What follows belongs to an exercise in optimizing a design on an open flow for small area; a production flow would make more cautious choices. Only simulation tests tie the RTL to the original design; equivalence was not proved. No activity file was given, so power comes from the tool's default toggle rates.

**design/flow/config.mk**
```make
export PLATFORM = sky130hd
export DESIGN_NAME = pusher_top
export DESIGN_NICKNAME = pusher_top
export VERILOG_FILES = /design/flow/design.v
export SDC_FILE = /design/flow/constraint.sdc
export NUM_CORES = 4
export LEC_CHECK = 0
export CAP_MARGIN = 20
export CORE_MARGIN = 2
export CORE_UTILIZATION = 40
export PLACE_DENSITY = 0.6
export SLEW_MARGIN = 20
```
**design/flow/constraint.sdc**
```tcl
create_clock -name core_clock -period 5.0 [get_ports {clk}]
set_input_delay 1.0000 -clock core_clock [delete_from_list [all_inputs] [get_ports {clk}]]
set_output_delay 1.0000 -clock core_clock [all_outputs]
set_load 0.01 [all_outputs]
```
**design/flow/design.v**
```verilog
`timescale 1ns/10ps
`default_nettype none
module gyro_stencil (
    input  logic          clk,
    input  logic          rst_ff,
    input  logic          valid,
    input  logic [47:0]   particle_in,
    output logic          valid_req,
    output logic [255:0]  raddr,
    output logic          valid_dec,
    output logic [47:0]   particle_dec
);
    logic [15:0]       gyroradius;
    logic [15:0]       gp_y [4];
    logic [15:0]       gp_x [4];
    logic              valid_gp;
    logic [47:0]       particle_gp;
    logic [15:0]       in_y;
    logic [15:0]       in_x;
    assign in_y = particle_in[47:32];
    assign in_x = particle_in[31:16];
    assign gyroradius = particle_in[15:0] >> 2;   
    always_ff @(posedge clk) begin
        if (rst_ff) begin
            valid_gp <= 1'b0;
        end else begin
            valid_gp <= valid;
        end
    end
    always_ff @(posedge clk) begin
        particle_gp <= particle_in;
        gp_y[0] <= in_y;
        gp_x[0] <= in_x - gyroradius;     
        gp_y[1] <= in_y;
        gp_x[1] <= in_x + gyroradius;     
        gp_y[2] <= in_y - gyroradius;     
        gp_x[2] <= in_x;
        gp_y[3] <= in_y + gyroradius;     
        gp_x[3] <= in_x;
    end
    always_ff @(posedge clk) begin
        if (rst_ff) begin
            valid_req <= 1'b0;
        end else begin
            valid_req <= valid_gp;
        end
    end
    always_ff @(posedge clk) begin
        particle_dec <= particle_gp;
        for (int g = 0; g < 4; g++) begin
            raddr[(g*4+0)*16 +: 16] <= {gp_y[g][15:8] + 8'd1, gp_x[g][15:8]};
            raddr[(g*4+1)*16 +: 16] <= {gp_y[g][15:8] - 8'd1, gp_x[g][15:8]};
            raddr[(g*4+2)*16 +: 16] <= {gp_y[g][15:8], gp_x[g][15:8] + 8'd1};
            raddr[(g*4+3)*16 +: 16] <= {gp_y[g][15:8], gp_x[g][15:8] - 8'd1};
        end
    end
    assign valid_dec = valid_req;   
endmodule
`default_nettype wire
`timescale 1ns/10ps
`default_nettype none
module efield_diff (
    input  logic          clk,
    input  logic          rst_ff,
    input  logic          valid_dec,
    input  logic [47:0]   particle_dec,
    input  logic [191:0]  phi_in,
    output logic          field_valid,
    output logic [47:0]   field_particle,
    output logic [51:0]   field_efield_y,
    output logic [51:0]   field_efield_x
);
    logic [2-1:0]  valid_dly;
    logic [47:0]         particle_dly [2];
    logic                cap_valid;
    logic [191:0]        phi_cap;
    logic [47:0]         particle_cap;
    function automatic logic signed [12:0] half_diff(input logic signed [12-1:0] hi,
                                                         input logic signed [12-1:0] lo);
        logic signed [12:0] hi_ext;
        logic signed [12:0] lo_ext;
        logic signed [12:0] d;
        hi_ext = {hi[12-1], hi};
        lo_ext = {lo[12-1], lo};
        d = hi_ext - lo_ext;
        half_diff = d >>> 1;
    endfunction
    always_ff @(posedge clk) begin
        if (rst_ff) begin
            valid_dly <= '0;
            cap_valid <= 1'b0;
        end else begin
            valid_dly[0] <= valid_dec;
            for (int k = 1; k < 2; k++) begin
                valid_dly[k] <= valid_dly[k-1];
            end
            cap_valid <= valid_dly[2-1];
        end
    end
    always_ff @(posedge clk) begin
        particle_dly[0] <= particle_dec;
        for (int k = 1; k < 2; k++) begin
            particle_dly[k] <= particle_dly[k-1];
        end
        if (valid_dly[2-1]) begin
            phi_cap      <= phi_in;    
            particle_cap <= particle_dly[2-1];
        end
    end
    always_ff @(posedge clk) begin
        if (rst_ff) begin
            field_valid <= 1'b0;
        end else begin
            field_valid <= cap_valid;
        end
    end
    always_ff @(posedge clk) begin
        if (cap_valid) begin
            field_particle <= particle_cap;
            for (int g = 0; g < 4; g++) begin
                field_efield_y[g*13 +: 13] <= half_diff(phi_cap[(g*4+0)*12 +: 12],
                                                        phi_cap[(g*4+1)*12 +: 12]);
                field_efield_x[g*13 +: 13] <= half_diff(phi_cap[(g*4+2)*12 +: 12],
                                                        phi_cap[(g*4+3)*12 +: 12]);
            end
        end
    end
endmodule
`default_nettype wire
`timescale 1ns/10ps
`default_nettype none
module drift_update (
    input  logic          clk,
    input  logic          rst_ff,
    input  logic          noop,
    input  logic          field_valid,
    input  logic [47:0]   field_particle,
    input  logic [51:0]   field_efield_y,
    input  logic [51:0]   field_efield_x,
    output logic          valid_out,
    output logic [47:0]   particle_out,
    output logic          done
);
    localparam int CNT_W = $clog2(16);
    logic                       valid_pair;
    logic                       valid_push;
    logic signed [12+1:0]   pair_y [2];
    logic signed [12+1:0]   pair_x [2];
    logic signed [12:0]     ey [4];
    logic signed [12:0]     ex [4];
    logic [47:0]                particle_pair;
    logic [47:0]                particle_push;
    logic signed [12+2:0]   sum_y;
    logic signed [12+2:0]   sum_x;
    logic signed [12+2:0]   avg_y;
    logic signed [12+2:0]   avg_x;
    logic signed [15:0]         step_y;
    logic signed [15:0]         step_x;
    logic [CNT_W-1:0]           cnt;
    always_comb begin
        for (int g = 0; g < 4; g++) begin
            ey[g] = field_efield_y[g*13 +: 13];
            ex[g] = field_efield_x[g*13 +: 13];
        end
    end
    always_ff @(posedge clk) begin
        if (rst_ff) begin
            valid_pair <= 1'b0;
            valid_push <= 1'b0;
            valid_out  <= 1'b0;
        end else begin
            valid_pair <= field_valid;
            valid_push <= valid_pair;
            valid_out  <= valid_push;
        end
    end
    always_ff @(posedge clk) begin
        particle_pair <= field_particle;
        pair_y[0] <= ey[0] + ey[1];
        pair_y[1] <= ey[2] + ey[3];
        pair_x[0] <= ex[0] + ex[1];
        pair_x[1] <= ex[2] + ex[3];
    end
    assign sum_y = pair_y[0] + pair_y[1];
    assign sum_x = pair_x[0] + pair_x[1];
    assign avg_y = sum_y >>> 2;    
    assign avg_x = sum_x >>> 2;
    assign step_y = avg_x >>> 3;
    assign step_x = -(avg_y >>> 3);
    always_ff @(posedge clk) begin
        particle_push[15:0] <= particle_pair[15:0];
        if (noop) begin
            particle_push[47:16] <= particle_pair[47:16];
        end else begin
            particle_push[47:32] <= particle_pair[47:32] + step_y;
            particle_push[31:16] <= particle_pair[31:16] + step_x;
        end
    end
    always_ff @(posedge clk) begin
        particle_out <= particle_push;
    end
    always_ff @(posedge clk) begin
        if (rst_ff) begin
            cnt <= '0;
        end else if (valid_out) begin
            cnt <= (cnt == CNT_W'(16 - 1)) ? '0 : cnt + 1'b1;
        end
    end
    assign done = (cnt == CNT_W'(16 - 1));
endmodule
`default_nettype wire
`timescale 1ns/10ps
`default_nettype none
module pusher_top (
    input  logic          clk,
    input  logic          rst_ff,
    input  logic          valid,
    input  logic          noop,
    input  logic [47:0]   particle_in,
    input  logic [191:0]  phi_in,
    output logic          valid_req,
    output logic [255:0]  raddr,
    output logic          valid_out,
    output logic [47:0]   particle_out,
    output logic          done
);
    logic          valid_dec;
    logic [47:0]   particle_dec;
    logic          field_valid;
    logic [47:0]   field_particle;
    logic [51:0]   field_efield_y;
    logic [51:0]   field_efield_x;
    gyro_stencil i_stencil (
        .clk          (clk),
        .rst_ff       (rst_ff),
        .valid        (valid),
        .particle_in  (particle_in),
        .valid_req    (valid_req),
        .raddr        (raddr),
        .valid_dec    (valid_dec),
        .particle_dec (particle_dec)
    );
    efield_diff i_efield (
        .clk            (clk),
        .rst_ff         (rst_ff),
        .valid_dec      (valid_dec),
        .particle_dec   (particle_dec),
        .phi_in         (phi_in),
        .field_valid    (field_valid),
        .field_particle (field_particle),
        .field_efield_y (field_efield_y),
        .field_efield_x (field_efield_x)
    );
    drift_update i_drift (
        .clk            (clk),
        .rst_ff         (rst_ff),
        .noop           (noop),
        .field_valid    (field_valid),
        .field_particle (field_particle),
        .field_efield_y (field_efield_y),
        .field_efield_x (field_efield_x),
        .valid_out      (valid_out),
        .particle_out   (particle_out),
        .done           (done)
    );
endmodule
`default_nettype wire
```
**design/flow/run.sh**
```bash
#!/bin/bash
# synth_recipe.tcl (not shown) runs the flow's synth.tcl, then flattens the netlist and writes it again
# the make line also repeats each setting of config.mk as NAME=value (left out here)
make -C /OpenROAD-flow-scripts/flow DESIGN_CONFIG=/design/flow/config.mk WORK_HOME=/design/flow/orfs CLKGATE_MAP_FILE= SYNTH_SCRIPT=/design/flow/synth_recipe.tcl finish
```
==> metrics.md, run 1 <==
| Metric | Value |
|---|---|
| Status | `no timing/DRC/antenna violations` |
| CP max stage cell | `or4_1` |
| Critical Path Max Stage Delay | `approximately 0.58 ns` |
| Post-Route WL | `around 84 mm` |
| Clock latency (worst-skew pair) | `0.65 ns` |
| Maxcap violations | `0` |
| Critical Path Source Type | `flop` |
| Cells after DPL | `4,295` |
| DP Worst Slack | `0.574 ns` |
| Crit path max fanout | `3` |
| Most used DFF post-synth | `dfxtp_1` |
| DP HPWL | `63.4 mm` |
| Die X | `301 um` |
| RSZ-0062 raised after global routing | `false` |
| Largest net degree at the start of global routing | `123` |
| Area growth syn-to-layout | `26.9%` |
| Total grt overflow | `0` |
| Clk_skew | `0.0203 ns` |
| Worst r2r dst | `i_drift.particle_push[46]` |
| Worst reg-to-reg setup slack | `approximately 0.86 ns` |
| WL/cell | `18.7 um` |
| Critical Path AT | `4.63 ns` |
| Mapped Nets | `3,255` |
| Hold violation total from the final report | `0` |
| Std cell rows | `108` |
| Initial Util | `0.405` |
| I/O pins | `551` |
| Finished Core Util | `0.514` |
| CTS Buffer Depth | `3` |
| Most frequent cells in the layout | `dfxtp_1, clkdlybuf4s50_1, edfxtp_1, ha_1, inv_1` |
| Worst R2R Path Depth | `16` |
| Iter 0 DRT Violations | `roughly 950` |
| Vias/cell | `between 4 and 5` |
| # setup viols final | `0` |
| Synth Area per Inst | `12.9 um^2` |
| DR vias | `21.2k` |
| Distinct cell type count after synthesis | `62` |
| Worst Hold Class | `reg -> reg` |
| Leading cell type in the layout, fill and taps excluded | `dfxtp_1` |
| CP Depth | `16` |
| CTS tree | `yes` |
| Sum of buffers and inverters on the critical path | `0` |
| Antenna violations before repair | `2` |
| Final #Nets | `roughly 3.8k` |
| Total Routing Usage GR | `0.183` |
| Max-slew violations | `0` |
| Reg clk slew, reported paths | `0.06 ns` |
| First-pass GRT wire length | `127 mm` |
| Gate Count Post-Synth | `around 2.7k` |
| Largest delay share family, worst path | `compound AO/OA/AOI/OAI gates` |
| Die Y | `301 um` |
| Fin cells | `4,486` |
| Syn Std Cell Area | `0.0353 mm^2` |
| Worst slew margin | `0.417` |
| Input/output buffers | `550` |
| Worst setup path endpoint | `i_drift.particle_push[46]` |
| Core area | `0.0872 mm^2` |
| Period utilization | `0.828` |
| CP startpoint | `i_drift.pair_x[1][2]` |
| Peak supply drop | `0.373 mV` |
| Ys async rst share | `0` |
| CTS Hold Bufs | `0` |
| Setup TNS | `0 ns` |
| # DRC | `0` |
| Vias in the first global route | `22.4k` |
| H-tree depth | `3` |
| Fin Hold WS | `~0.32 ns` |
| WP data required | `5.49 ns` |
| Antenna viol nets, final | `0` |
| Inserted Clock Buffers | `100` |
| Critical Path End Type | `flop` |
| Slew at the pin closest to its max-slew limit | `0.874 ns` |
| GPL Wtd Cong | `~0.86` |
| Leakage power | `about 18 nW` |
| Synth Warn # | `10` |
| Drt pass-1 iters | `5` |
| Clock sinks | `~940` |
| Post-cts gate resize count | `0` |
| Final min period | `roughly 4.1 ns` |
| Flop and latch count out of synthesis | `roughly 940` |
| Fraction of layout cells with a size suffix above 1 | `0.0637` |
| Sequential element share of the synthesized area | `0.644` |
| Worst setup path category | `reg -> reg` |
| CP cell instances | `ha_1, a21oi_1, a21oi_1, or4_1, a31oi_1, o21ai_1, a21oi_1, ha_1, o21ai_1, nand2b_1, and3_1, a221oi_1, o21ai_0, a31oi_1, xor2_1, o21ai_1` |
| DIE AREA | `0.0906 mm^2` |
| Setup bufs post-CTS | `0` |
| PD cells | `around 410 mW/mm^2` |
| EDFF count, synth | `about 380` |
| Clock Tree Root | `clkbuf_16` |
| Final setup margin | `0.860 ns` |
| Critical R2R Launch | `i_drift.pair_x[1][2]` |
| Max Fclk | `242 MHz` |
| # fillers | `7,443` |
## power by group
| group | switching (mW) | internal [mW] |
|---|---|---|
| clock | 3.10 | 4.71 |
| combinational | 0.856 | 1.05 |
| sequential | 0.340 | 8.44 |
## per-layer routing
| metal | vias up | part of all wire | GRT usage |
|---|---|---|---|
| met1 | 10100 | 0.38 | 0.196 |
| met3 | 148 | 0.058 | 0.0464 |
| li1 | 10400 | - | - |
| met4 | 0 | 0.032 | 0.0612 |
| met5 | - | 0 | 0 |
| met2 | 560 | 0.53 | 0.346 |
## stage by stage
| step | power (mW) | instance area [um^2] |
|---|---|---|
| 2_1_floorplan | 9.70 | 35300 |
| 6_report | 18.5 | 44800 |
| 5_1_grt | 19.2 | 44800 |
| 3_5_place_dp | 10.9 | 41200 |
| 3_3_place_gp | 10.9 | 41200 |
| 4_1_cts | 18.8 | 44800 |
## sequential cells by signal, summed over array words and instances (netlist names), 2 cells and up
name and flops:
i_drift.cnt 4, i_drift.pair_x 28, i_drift.pair_y 28, i_drift.particle_out 48, i_drift.particle_pair 48, i_drift.particle_push 48, i_efield.field_efield_x 48, i_efield.field_efield_y 48
i_efield.field_particle 48, i_efield.particle_cap 48, i_efield.particle_dly 96, i_efield.phi_cap 192, i_efield.valid_dly 2, i_stencil.gp_x 16, i_stencil.gp_y 16, i_stencil.particle_dec 32
i_stencil.particle_gp 48, i_stencil.raddr 138
## cells in the mapped netlist (8+ instances only)
library cell | number | area, um^2
a31oi_1 | 25 | 156
a21oi_1 | 105 | 526
o21bai_1 | 24 | 180
a31o_2 | 10 | 87.6
or3_1 | 14 | 87.6
and3_1 | 13 | 81.3
o21a_1 | 22 | 165
o31ai_1 | 8 | 60.1
o41ai_1 | 11 | 96.3
a21boi_0 | 15 | 113
clkbuf_1 | 21 | 78.8
nor2_1 | 131 | 492
nor3_1 | 67 | 335
o21ai_1 | 9 | 45.0
nand2b_1 | 27 | 169
ha_1 | 254 | 3180
edfxtp_1 | 384 | 11500
nand4_1 | 9 | 56.3
xnor2_1 | 156 | 1370
buf_4 | 134 | 1010
fa_1 | 14 | 280
nand2_1 | 105 | 394
xor2_1 | 82 | 718
nor4_1 | 9 | 56.3
o21ai_0 | 105 | 526
a211oi_1 | 14 | 105
dfxtp_1 | 559 | 11200
nand3_1 | 33 | 165
inv_1 | 239 | 897
a21o_1 | 21 | 158
nor2b_1 | 50 | 313
## final cells by class
type / instances / area, um^2 / area share
clock buffer: 130 / 2950 / 0.0658
tap: 1155 / 1450 / 0.0323
clock inverter: 59 / 633 / 0.0141
timing repair buffer: 553 / 5560 / 0.124
multi-input combinational: 1405 / 10600 / 0.236
antenna: 2 / 5.00 / 0.000112
inverter: 239 / 897 / 0.0200
sequential: 943 / 22700 / 0.507
## worst min path at each step
stage                           startpoint                     endpoint  slack [ns]  cells past startpoint
2_1_floorplan     i_drift.particle_push[0]      i_drift.particle_out[0]        0.31                      0
3_3_place_gp   i_efield.particle_dly[0][5]  i_efield.particle_dly[1][5]        0.31                      0
3_5_place_dp     i_drift.particle_push[15]     i_drift.particle_out[15]        0.31                      0
4_1_cts          i_drift.particle_pair[11]    i_drift.particle_push[11]        0.32                      0
5_1_grt           i_stencil.particle_gp[1]    i_stencil.particle_dec[1]        0.33                      0
6_report         i_drift.particle_push[30]     i_drift.particle_out[30]        0.32                      0
## cells by family after synthesis
family,count (synthesis),synth area share
buffers and inverters,395,0.0563
and+or+nand+nor,485,0.0669
muxes,6,0.00177
AOI/OAI and AO/OA,408,0.0742
DFF,943,0.644
xor gates and xnor gates,238,0.0591
adders and majority gates,268,0.0980
==> inputs of run 2 (changes only) <==
==> design/flow/design.v (replaced) <==
`timescale 1ns/10ps
`default_nettype none
module pusher_top (
    input  logic          clk,
    input  logic          rst_ff,
    input  logic          valid,
    input  logic          noop,
    input  logic [47:0]   particle_in,
    input  logic [191:0]  phi_in,
    output logic          valid_req,
    output logic [255:0]  raddr,
    output logic          valid_out,
    output logic [47:0]   particle_out,
    output logic          done
);
    logic [9:1]  v;
    logic [47:0] p1, p2, p3, p4, p5, p6, p7, p8, p9;
    logic [8:0]  sy5, sy6, sy7;    
    logic [8:0]  sx5, sx6, sx7;    
    logic [3:0]  cnt;
    always_ff @(posedge clk) begin
        v[1] <= valid & ~rst_ff;
        for (int k = 2; k <= 9; k++) v[k] <= v[k-1] & ~rst_ff;
    end
    assign valid_req = v[2];
    assign valid_out = v[9];
    always_ff @(posedge clk) begin
        if (rst_ff)    cnt <= '0;
        else if (v[9]) cnt <= cnt + 4'd1;
    end
    assign done = &cnt;
    logic [15:0] py, px, r;
    logic [7:0]  yw, xw, x0, x1, y2, y3;
    assign py = p2[47:32];
    assign px = p2[31:16];
    assign r  = {2'b00, p2[15:2]};
    assign yw = py[15:8];
    assign xw = px[15:8];
    assign x0 = 8'((px - r) >> 8);
    assign x1 = 8'((px + r) >> 8);
    assign y2 = 8'((py - r) >> 8);
    assign y3 = 8'((py + r) >> 8);
    logic [7:0] gy [4];
    logic [7:0] gx [4];
    assign gy[0] = yw; assign gx[0] = x0;
    assign gy[1] = yw; assign gx[1] = x1;
    assign gy[2] = y2; assign gx[2] = xw;
    assign gy[3] = y3; assign gx[3] = xw;
    always_comb begin
        for (int g = 0; g < 4; g++) begin
            raddr[(g*4+0)*16 +: 16] = {gy[g] + 8'd1, gx[g]};
            raddr[(g*4+1)*16 +: 16] = {gy[g] - 8'd1, gx[g]};
            raddr[(g*4+2)*16 +: 16] = {gy[g], gx[g] + 8'd1};
            raddr[(g*4+3)*16 +: 16] = {gy[g], gx[g] - 8'd1};
        end
    end
    function automatic logic [13:0] half_sum(input logic [191:0] ph, input int n0);
        logic [13:0] s;
        logic [12:0] d;
        s = '0;
        for (int g = 0; g < 4; g++) begin
            d = {ph[(g*4+n0)*12 + 11], ph[(g*4+n0)*12 +: 12]}
              - {ph[(g*4+n0+1)*12 + 11], ph[(g*4+n0+1)*12 +: 12]};
            s = s + {{2{d[12]}}, d[12:1]};
        end
        half_sum = s;
    endfunction
    logic [13:0] sum_y, sum_x;
    assign sum_y = half_sum(phi_in, 0);
    assign sum_x = half_sum(phi_in, 2);
    logic [15:0] dy, dx;
    assign dy = noop ? 16'd0 : {{7{sy7[8]}}, sy7};
    assign dx = noop ? 16'd0 : {{7{sx7[8]}}, sx7};
    always_ff @(posedge clk) begin
        p1 <= particle_in;
        p2 <= p1;
        p3 <= p2;
        p4 <= p3;
        p5 <= p4;
        p6 <= p5;
        p7 <= p6;
        p8 <= {p7[47:32] + dy, p7[31:16] - dx, p7[15:0]};
        p9 <= p8;
        sy5 <= sum_x[13:5];
        sx5 <= sum_y[13:5];
        sy6 <= sy5;
        sx6 <= sx5;
        sy7 <= sy6;
        sx7 <= sx6;
    end
    assign particle_out = p9;
endmodule
`default_nettype wire
==> run 2 against run 1 <==
  * Cell area fell by 30%
  * Maximum frequency fell by 16%
  * Area after synthesis fell by 38%
  * Sequential power fell by 44%
  * Clock-buffer cell count fell by 72
  * Largest cell class is now multi-input gates
  * Largest power group is now combinational cells
==> metrics.md, run 2 <==
| Metric | Value |
|---|---|
| WHS Path Cells | `0 (unchanged)` |
| Sequential Power Share | `0.325 (was 0.474)` |
| H-tree depth | `2 (was 3)` |
| Max-slew violations | `0 (unchanged)` |
| Cells after DPL | `3,397 (was 4,295)` |
| Worst setup path category | `reg -> out (was reg -> reg)` |
| Vias in the first global route | `17.3k (was 22.4k)` |
| Hold violation total from the final report | `0 (unchanged)` |
| Crit path max fanout | `5 (was 3)` |
| Die Y | `238 um (was 301 um)` |
| CTS Hold Bufs | `0 (unchanged)` |
| Area growth syn-to-layout | `43.6% (was 26.9%)` |
| Gate Count Post-Synth | `2,117 (was 2,743)` |
| RSZ-0062 raised after global routing | `true (was false)` |
| Int Power | `10.3 mW (was 14.2 mW)` |
| Finished Cell Area | `0.0315 mm^2 (was 0.0448 mm^2)` |
| Peak supply drop | `0.337 mV (was 0.373 mV)` |
| Most frequent cells in the layout | `dfxtp_1, clkdlybuf4s50_1, inv_1, buf_4, ha_1 (was dfxtp_1, clkdlybuf4s50_1, edfxtp_1, ha_1, inv_1)` |
| Reg clk slew, reported paths | `0.06 ns (about the same)` |
| Slew at the pin closest to its max-slew limit | `0.956 ns (was 0.874 ns)` |
| Worst r2r dst | `p8[30] (was i_drift.particle_push[46])` |
| Worst slew margin | `0.362 (was 0.417)` |
| Most used cell, CP | `xnor2_1` |
| # fillers | `4,627 (was 7,443)` |
| Vias/cell | `4.59 (was 4.73)` |
| Drt pass-1 iters | `5 (unchanged)` |
| Synth top area share | `0.455 (was 0.327)` |
| First-pass GRT wire length | `91.8 mm (was 127 mm)` |
| DIE AREA | `0.0568 mm^2 (was 0.0906 mm^2)` |
| Synth area leader | `dfxtp_1 (was edfxtp_1)` |
| Leakage power | `14.4 nW (was 17.9 nW)` |
| Worst reg-to-reg setup slack | `1.88 ns (was 0.86 ns)` |
| Input/output buffers | `550 (unchanged)` |
| EDFF count, synth | `0 (was 384)` |
| Critical Path Max Stage Delay | `0.56 ns (was 0.58 ns)` |
| Distinct cell type count after synthesis | `75 (was 62)` |
| GPL Wtd Cong | `0.869 (was 0.855)` |
| M1 GR Usage | `0.241 (was 0.196)` |
| CTS Buffer Depth | `3 (unchanged)` |
| Most used DFF post-synth | `dfxtp_1 (unchanged)` |
| Clock latency (worst-skew pair) | `0.58 ns (was 0.65 ns)` |
| CTS tree | `yes (unchanged)` |
| Fin cells | `3,538 (was 4,486)` |
| Synth Warn # | `3 (was 10)` |
| Ys async rst share | `0 (unchanged)` |
| Setup TNS | `0 ns (unchanged)` |
| Largest net degree at the start of global routing | `18 (was 123)` |
| Antenna violations before repair | `4 (was 2)` |
| Status | `no timing/DRC/antenna violations (unchanged)` |
| Synth Area in Adders | `0.172 (was 0.0980)` |
| Compound-Gate Fraction of Synth Area | `0.0877 (was 0.0742)` |
| Hold-critical path endpoint | `p6[40] (was i_drift.particle_out[30])` |
| Largest cells by area after synthesis | `dfxtp_1, ha_1, xnor2_1 (was edfxtp_1, dfxtp_1, ha_1)` |
| # DRC | `0 (unchanged)` |
| GRT busiest layer | `met2 (unchanged)` |
| CP cell instances | `inv_1, ha_1, and4bb_2, o31ai_2, a31o_2, o2bb2ai_2, o41ai_2, xnor2_1, buf_4, nor3_1, and4b_1, xnor2_1, clkdlybuf4s50_1 (was ha_1, a21oi_1, a21oi_1, or4_1, a31oi_1, o21ai_1, a21oi_1, ha_1, o21ai_1, nand2b_1, and3_1, a221oi_1, o21ai_0, a31oi_1, xor2_1, o21ai_1)` |
| Final min period | `4.91 ns (was 4.14 ns)` |
| Std cell rows | `85 (was 108)` |
| Total grt overflow | `0 (unchanged)` |
| Syn Std Cell Area | `0.0219 mm^2 (was 0.0353 mm^2)` |
| Sw frac | `0.314 (was 0.232)` |
| Clock sinks | `499 (was 943)` |
| Sequential element share of the synthesized area | `0.455 (was 0.644)` |
| Mapped Nets | `2,628 (was 3,255)` |
| Simple-Gate Fraction of Synth Area | `0.0957 (was 0.0669)` |
| Top-count cell post-synth | `dfxtp_1 (unchanged)` |
| Met3 GRT Util | `0.0419 (was 0.0464)` |
| Total Routing Usage GR | `0.207 (was 0.183)` |
| Flop and latch count out of synthesis | `499 (was 943)` |
| Critical R2R Launch | `sx7[0] (was i_drift.pair_x[1][2])` |
| Critical Path End Type | `output pin (was flop)` |
| Placed cell areas | `0.0287 mm^2 (was 0.0412 mm^2)` |
| Critical Path AT | `3.91 ns (was 4.63 ns)` |
| Clk_skew | `0.0290 ns (was 0.0203 ns)` |
| Leading cell type in the layout, fill and taps excluded | `dfxtp_1 (unchanged)` |
| Antenna viol nets, final | `0 (unchanged)` |
| Fraction of synthesized area in multiplexers | `0.00239 (was 0.00177)` |
| Worst R2R Path Depth | `12 (was 16)` |
| I/O pins | `551 (unchanged)` |
| CP max stage cell | `clkdlybuf4s50_1 (was or4_1)` |
| Maxcap violations | `0 (unchanged)` |
| Main combinational cell family by area after synthesis | `adder cells (unchanged)` |
| Clock Power Share | `0.248 (was 0.422)` |
| Fin Hold WS | `0.303 ns (was 0.323 ns)` |
| Post-Synth XOR/XNOR Area | `0.0880 (was 0.0591)` |
| Inserted Clock Buffers | `48 (was 100)` |
| Final #Nets | `3,315 (was 3,754)` |
| Combinational Power Share | `0.427 (was 0.103)` |
| Die X | `238 um (was 301 um)` |
| Total power | `15.0 mW (was 18.5 mW)` |
| Leading post-synthesis cells by instance count | `dfxtp_1, inv_1, ha_1 (was dfxtp_1, edfxtp_1, ha_1)` |
| WP data required | `4.00 ns (was 5.49 ns)` |
| Period utilization | `0.983 (was 0.828)` |
| DR vias | `16.2k (was 21.2k)` |
| Synth Area per Inst | `10.4 um^2 (was 12.9 um^2)` |
| NetSw | `4.72 mW (was 4.30 mW)` |
| Post-Route WL | `59.8 mm (was 83.9 mm)` |
| Met2 Track Usage GR | `0.377 (was 0.346)` |
| Critical Path Source Type | `flop (unchanged)` |
| WL/cell | `16.9 um (was 18.7 um)` |
| PD cells | `477 mW/mm^2 (was 413 mW/mm^2)` |
| Core area | `0.0540 mm^2 (was 0.0872 mm^2)` |
| Iter 0 DRT Violations | `638 (was 951)` |
| Initial Util | `0.406 (was 0.405)` |
| Clock Tree Root | `clkbuf_16 (unchanged)` |
| DP HPWL | `47.8 mm (was 63.4 mm)` |
| # setup viols final | `0 (unchanged)` |
| Hold_sp | `p5[40] (was i_drift.particle_push[30])` |
| Fraction of layout cells with a size suffix above 1 | `0.179 (was 0.0637)` |
| Worst Hold Class | `reg -> reg (unchanged)` |
| Max Fclk | `203 MHz (was 242 MHz)` |
## run 2: area by class of cell
| class | count | area, um^2 | share of cell area |
|---|---|---|---|
| antenna | 3 | 7.51 | 0.000238 |
| clock buffer | 58 | 1300 | 0.0412 |
| clock inverter | 27 | 370 | 0.0118 |
| inverter | 289 | 1080 | 0.0344 |
| multi-input combinational | 1177 | 10600 | 0.336 |
| sequential | 499 | 9990 | 0.317 |
| tap | 696 | 871 | 0.0276 |
| timing repair buffer | 789 | 7290 | 0.231 |
## run 2: power by group through the flow
stage / registers (mW) / logic (mW) / clock network, mW
4_1_cts: 4.90 / 6.37 / 3.83
5_1_grt: 4.94 / 7.12 / 4.00
2_1_floorplan: 4.97 / 3.37 / 0
3_5_place_dp: 4.98 / 6.03 / 0
3_3_place_gp: 4.97 / 5.99 / 0
6_report: 4.88 / 6.42 / 3.72
## run 2: routing by layer
metal	wire length, um	vias to the layer above
li1	-	8130
met1	24600	7550
met2	30100	452
met3	3520	91
met4	1620	2
met5	10	-
## run 2: logic make-up (layout without fill, tap and decap cells)
logic type | after synthesis | after routing
XOR/XNOR | 218 | 218
multiplexers | 5 | 5
buffers and inverters | 441 | 1163
flip-flops | 499 | 499
AO/OA/AOI/OAI | 282 | 282
other | 0 | 3
adder cells (fa/ha/maj) | 267 | 267
AND/OR/NAND/NOR | 405 | 405
## run 2: critical path: cells and delay by family (launching register included)
| family | cells | cell delay [ns] |
|---|---|---|
| flops | 1 | 0.34 |
| simple gates | 3 | 0.81 |
| buf+inv | 3 | 0.80 |
| xor+xnor | 2 | 0.25 |
| compound gates | 4 | 0.77 |
| fa+ha+maj | 1 | 0.36 |
## run 2: through the flow
stage	util	setup slack (ns)
after floorplan	-	-0.121
after global placement	0.531	-1.02
after detailed placement	0.531	-1.06
after CTS	0.574	0.000191
after global routing	0.583	-0.131
final	0.583	0.0857
## run 2: how the worst max path moves through the flow
| stage | from | to | slack, ns | cells past startpoint |
|---|---|---|---|---|
| after global routing | p2[7] | raddr[207] | -0.13 | 13 |
| after detailed placement | phi_in[60] | sx5[7] | -1.06 | 24 |
| after floorplan | phi_in[144] | sx5[8] | -0.12 | 21 |
| after global placement | phi_in[49] | sx5[8] | -1.02 | 25 |
| after CTS | phi_in[87] | sy5[8] | 0.0002 | 21 |
| final | p2[4] | raddr[207] | 0.09 | 13 |
## run 2: timing repair
item | in CTS | in global routing
hold endpoints to repair | 0 | 0
endpoints found under the setup margin | 54 | 42
gates resized for setup | 150 | 102
pin swaps | 98 | 85
buffers inserted | 43 | 11

-- port drivers added, routing unchanged --
No port has a modelled driver above. Below, the same layouts with a new extraction and two added sets of constraints.
Step 1, drivers: a clkbuf_16 drives clk and a buf_2 each remaining input, both assumed.
Step 2 also shifts input and output timing later by t, the mid clock arrival at the registers, as if the neighbouring blocks saw the same clock.
Slacks: ideal ports / drivers / drivers and shift; pairs: ideal ports / drivers.
run | t, ns | slack for setup (ns) | worst slew at a driven data input, ns | cell pins on the clock port's net
run 1 | 0.704 | 0.860 / 0.860 / 0.559 | 0.17 | 1
run 2 | 0.618 | 0.086 / 0.032 / -0.461 | 0.11 | 1
Met with ideal ports but missed after step 2: setup timing in run 2. For run 2, which loses most, drivers alone change the setup slack by -0.054 ns; drivers and shift together by -0.547 ns.
